What follows belongs to an exercise in optimizing a design on an open flow for small area; a production flow would make more cautious choices. Only simulation tests tie the RTL to the original design; equivalence was not proved. Power is estimated from default activity; no workload was simulated.

==> flow/design.v <==
package multicycle_processor_pkg;
  localparam int DATA_W    = 16;
  localparam int ADDR_W    = 7;
  localparam int IR_W      = 9;
  typedef enum logic [2:0] {
    OP_MV   = 3'd0,
    OP_MVI  = 3'd1,
    OP_ADD  = 3'd2,
    OP_SUB  = 3'd3,
    OP_MVNZ = 3'd4,
    OP_LD   = 3'd5,
    OP_ST   = 3'd6,
    OP_NOP  = 3'd7
  } opcode_e;
  typedef enum logic [2:0] {
    T0 = 3'd0,
    T1 = 3'd1,
    T2 = 3'd2,
    T3 = 3'd3,
    T4 = 3'd4,
    T5 = 3'd5
  } tstep_e;
  typedef enum logic [3:0] {
    SEL_R0   = 4'd0,
    SEL_R1   = 4'd1,
    SEL_R2   = 4'd2,
    SEL_R3   = 4'd3,
    SEL_R4   = 4'd4,
    SEL_R5   = 4'd5,
    SEL_R6   = 4'd6,
    SEL_R7   = 4'd7,
    SEL_G    = 4'd8,
    SEL_DIN  = 4'd9,
    SEL_NONE = 4'd15
  } bus_sel_e;
  typedef enum logic {
    ALU_ADD = 1'b0,
    ALU_SUB = 1'b1
  } alu_op_e;
  function automatic logic [3:0] reg_sel(input logic [2:0] r);
    reg_sel = {1'b0, r};
  endfunction
endpackage
module regn
(
  input  logic              Clock,
  input  logic              Resetn,
  input  logic              Rin,
  input  logic [multicycle_processor_pkg::DATA_W-1:0] R,
  output logic [multicycle_processor_pkg::DATA_W-1:0] Q
);
  always_ff @(posedge Clock or negedge Resetn) begin
    if (!Resetn) Q <= '0;
    else if (Rin) Q <= R;
  end
endmodule
module multicycle_processor
(
  input  logic              Clock,
  input  logic              Resetn,
  input  logic              Run,
  output logic              Done,
  output logic [multicycle_processor_pkg::DATA_W-1:0] BusWires,
  output logic [2:0]        Tstep,
  output logic [multicycle_processor_pkg::DATA_W-1:0] Rx_data,
  output logic [multicycle_processor_pkg::DATA_W-1:0] Ry_data,
  output logic [multicycle_processor_pkg::ADDR_W-1:0] MemAddr,
  output logic [multicycle_processor_pkg::DATA_W-1:0] MemWData,
  output logic              MemWrite,
  input  logic [multicycle_processor_pkg::DATA_W-1:0] MemRData
);
  logic [2:0]  t_q, t_d;
  logic [8:0]  ir_q;
  logic [15:0] r_q [0:7];
  logic        nz_q;
  logic [15:0] alu, pc_inc;
  logic [2:0] op, rx, ry;
  assign op = ir_q[8:6];
  assign rx = ir_q[5:3];
  assign ry = ir_q[2:0];
  logic t0, t1, t2, t3, t4, t5;
  assign t0 = (t_q == 3'd0);
  assign t1 = (t_q == 3'd1);
  assign t2 = (t_q == 3'd2);
  assign t3 = (t_q == 3'd3);
  assign t4 = (t_q == 3'd4);
  assign t5 = (t_q == 3'd5);
  logic o_mv, o_mvi, o_addsub, o_mvnz, o_ld, o_st, o_nop;
  assign o_mv     = (op == 3'd0);
  assign o_mvi    = (op == 3'd1);
  assign o_addsub = (op[2:1] == 2'b01);
  assign o_mvnz   = (op == 3'd4);
  assign o_ld     = (op == 3'd5);
  assign o_st     = (op == 3'd6);
  assign o_nop    = (op == 3'd7);
  logic s_r7, s_rx, s_ry, s_din, s_alu;
  assign s_r7  = (t0 & Run) | (t3 & o_mvi);
  logic s_r7v;
  assign s_r7v = s_r7 & vld[7];
  assign s_rx  = (t3 & o_addsub) | (t4 & o_st);
  assign s_ry  = (t3 & (o_mv | o_ld | o_st | (o_mvnz & nz_q))) | (t4 & o_addsub);
  assign s_din = t5 & (o_mvi | o_ld);
  assign s_alu = t5 & o_addsub;
  always_comb begin
    Rx_data = '0;
    Ry_data = '0;
    for (int k = 0; k < 8; k++) begin
      Rx_data = Rx_data | ({16{rx == k && vld[k]}} & r_q[k]);
      Ry_data = Ry_data | ({16{ry == k && vld[k]}} & r_q[k]);
    end
  end
  logic [15:0] alu_b;
  logic [16:0] alu_c;
  logic        c8_q;
  assign alu_b    = Ry_data ^ {16{op[0]}};
  assign alu_c[0] = op[0];
  for (genvar b = 0; b < 16; b++) begin : g_alu
    logic cin;
    if (b == 8) begin : g_c8
      assign cin = c8_q;
    end else begin : g_cb
      assign cin = alu_c[b];
    end
    assign alu[b]     = Rx_data[b] ^ alu_b[b] ^ cin;
    assign alu_c[b+1] = (Rx_data[b] & alu_b[b]) | (cin & (Rx_data[b] ^ alu_b[b]));
  end
  always_ff @(posedge Clock) begin
    c8_q <= alu_c[8];
  end
  logic [16:0] pc_c;
  assign pc_c[0] = incr_pc;
  for (genvar b = 0; b < 16; b++) begin : g_inc
    assign pc_inc[b] = BusWires[b] ^ pc_c[b];
    assign pc_c[b+1] = BusWires[b] & pc_c[b];
  end
  assign BusWires = ({16{s_r7v}} & r_q[7])
                  | ({16{s_rx}}  & Rx_data)
                  | ({16{s_ry}}  & Ry_data)
                  | ({16{s_din}} & MemRData)
                  | ({16{s_alu}} & alu);
  logic done, wr_rx, incr_pc;
  assign done    = (t3 & (o_mv | o_mvnz | o_nop)) | t5;
  assign wr_rx   = (t3 & (o_mv | (o_mvnz & nz_q))) | (t5 & (o_mvi | o_ld | o_addsub));
  assign incr_pc = s_r7;
  always_ff @(posedge Clock) begin
    if (t2) ir_q[8:6] <= MemRData[8:6];
  end
  always_comb begin
    if (done)          t_d = 3'd0;
    else if (t0)       t_d = Run ? 3'd1 : 3'd0;
    else               t_d = t_q + 3'd1;
  end
  always_ff @(posedge Clock or negedge Resetn) begin
    if (!Resetn) begin
      t_q  <= 3'd0;
      ir_q[5:0] <= '0;
      nz_q <= 1'b0;
    end else begin
      t_q <= t_d;
      if (t2) ir_q[5:0] <= MemRData[5:0];
      if (s_alu) nz_q <= |BusWires;
    end
  end
  logic [7:0] vld;
  genvar i;
  generate
    for (i = 0; i < 7; i++) begin : g_r
      always_ff @(posedge Clock or negedge Resetn) begin
        if (!Resetn) vld[i] <= 1'b0;
        else if (wr_rx && rx == i) vld[i] <= 1'b1;
      end
      always_ff @(posedge Clock) begin
        if (wr_rx && rx == i) r_q[i] <= BusWires;
      end
    end
  endgenerate
  always_ff @(posedge Clock or negedge Resetn) begin
    if (!Resetn) vld[7] <= 1'b0;
    else if (incr_pc || (wr_rx && rx == 3'd7)) vld[7] <= 1'b1;
  end
  always_ff @(posedge Clock) begin
    if (incr_pc || (wr_rx && rx == 3'd7)) r_q[7] <= pc_inc;
  end
  logic use_ry;
  assign use_ry  = t_q[2] & (o_ld | o_st);
  logic [6:0] pc_dec;
  logic [7:0] pc_bw;
  assign pc_bw[0] = 1'b1;
  for (genvar b = 0; b < 7; b++) begin : g_dec
    assign pc_dec[b]  = r_q[7][b] ^ pc_bw[b];
    assign pc_bw[b+1] = ~r_q[7][b] & pc_bw[b];
  end
  assign MemAddr = use_ry ? Ry_data[6:0] : pc_dec;
  assign MemWData = Rx_data;
  assign MemWrite = t5 & o_st;
  assign Done  = done;
  assign Tstep = t_q;
endmodule
Settings: LEC_CHECK=0, CAP_MARGIN=20, CORE_MARGIN=2, CORE_UTILIZATION=40, SLEW_MARGIN=20; clock period 10.0 ns.
run.sh (not shown) runs the stock make flow with config.mk's settings and CLKGATE_MAP_FILE= SYNTH_SCRIPT=/design/flow/synth_recipe.tcl, a recipe that flattens the netlist after the stock synthesis.
The baseline finished with timing, DRC and antenna clean.
Change:
--- a/flow/design.v
+++ b/flow/design.v
@@ -112,25 +112,17 @@
   logic [15:0] alu_b;
   logic [16:0] alu_c;
-  logic        c8_q;
   assign alu_b    = Ry_data ^ {16{op[0]}};
   assign alu_c[0] = op[0];
   for (genvar b = 0; b < 16; b++) begin : g_alu
-    logic cin;
-    if (b == 8) begin : g_c8
-      assign cin = c8_q;
-    end else begin : g_cb
-      assign cin = alu_c[b];
-    end
-    assign alu[b]     = Rx_data[b] ^ alu_b[b] ^ cin;
-    assign alu_c[b+1] = (Rx_data[b] & alu_b[b]) | (cin & (Rx_data[b] ^ alu_b[b]));
+    assign alu[b]     = Rx_data[b] ^ alu_b[b] ^ alu_c[b];
+    assign alu_c[b+1] = (Rx_data[b] & alu_b[b]) | (alu_c[b] & (Rx_data[b] ^ alu_b[b]));
   end
-  always_ff @(posedge Clock) begin
-    c8_q <= alu_c[8];
-  end
+  logic [15:0] pc_v;
   logic [16:0] pc_c;
-  assign pc_c[0] = incr_pc;
+  assign pc_v    = r_q[7] & {16{vld[7]}};
+  assign pc_c[0] = 1'b1;
   for (genvar b = 0; b < 16; b++) begin : g_inc
-    assign pc_inc[b] = BusWires[b] ^ pc_c[b];
-    assign pc_c[b+1] = BusWires[b] & pc_c[b];
+    assign pc_inc[b] = pc_v[b] ^ pc_c[b];
+    assign pc_c[b+1] = pc_v[b] & pc_c[b];
   end
   assign BusWires = ({16{s_r7v}} & r_q[7])
@@ -143,7 +135,4 @@
   assign wr_rx   = (t3 & (o_mv | (o_mvnz & nz_q))) | (t5 & (o_mvi | o_ld | o_addsub));
   assign incr_pc = s_r7;
-  always_ff @(posedge Clock) begin
-    if (t2) ir_q[8:6] <= MemRData[8:6];
-  end
   always_comb begin
     if (done)          t_d = 3'd0;
@@ -154,9 +143,9 @@
     if (!Resetn) begin
       t_q  <= 3'd0;
-      ir_q[5:0] <= '0;
+      ir_q <= '0;
       nz_q <= 1'b0;
     end else begin
       t_q <= t_d;
-      if (t2) ir_q[5:0] <= MemRData[5:0];
+      if (t2) ir_q <= MemRData[8:0];
       if (s_alu) nz_q <= |BusWires;
     end
@@ -180,5 +169,6 @@
   end
   always_ff @(posedge Clock) begin
-    if (incr_pc || (wr_rx && rx == 3'd7)) r_q[7] <= pc_inc;
+    if (incr_pc) r_q[7] <= pc_inc;
+    else if (wr_rx && rx == 3'd7) r_q[7] <= BusWires;
   end
   logic use_ry;
What happened: The changed run finished with timing, DRC and antenna clean. Synthesized cell count grows by 11%. Design area went up by 10%. Setup slack got worse by 0.72 ns. Total power grows by 31%. Via count came out higher by 10%. Routed wire length grows by 12%. Clock skew goes down by 0.0047 ns. Sequential share of layout area falls by 4.5 points. Non-clock buffer count increases by 62. Worst hold slack is better by 0.035 ns. Sequential power increases by 5.8%.

==> re-timing with driven ports <==
How much do the figures lean on ideal ports? The routed layouts below were timed once more, with nothing changed but the port constraints. Step 1 (the two cells are an assumption about what drives the block):
set clk [get_ports {Clock}]
set_driving_cell -lib_cell sky130_fd_sc_hd__clkbuf_16 $clk
set_driving_cell -lib_cell sky130_fd_sc_hd__buf_2 [delete_from_list [all_inputs] $clk]
Step 2 also shifts input and output timing later by t, the mid clock arrival at the registers, as if the neighbouring blocks saw the same clock. a / b / c = ideal ports / drivers / drivers and shift; a / b = the first two.
run | t, ns | setup slack, ns | worst setup path at the end
the first run | 0.473 | 0.973 / 0.927 / 1.400 | register to output
the second run | 0.479 | 0.254 / 0.209 / 0.688 | register to output
After both steps setup and hold are still met in every run listed.
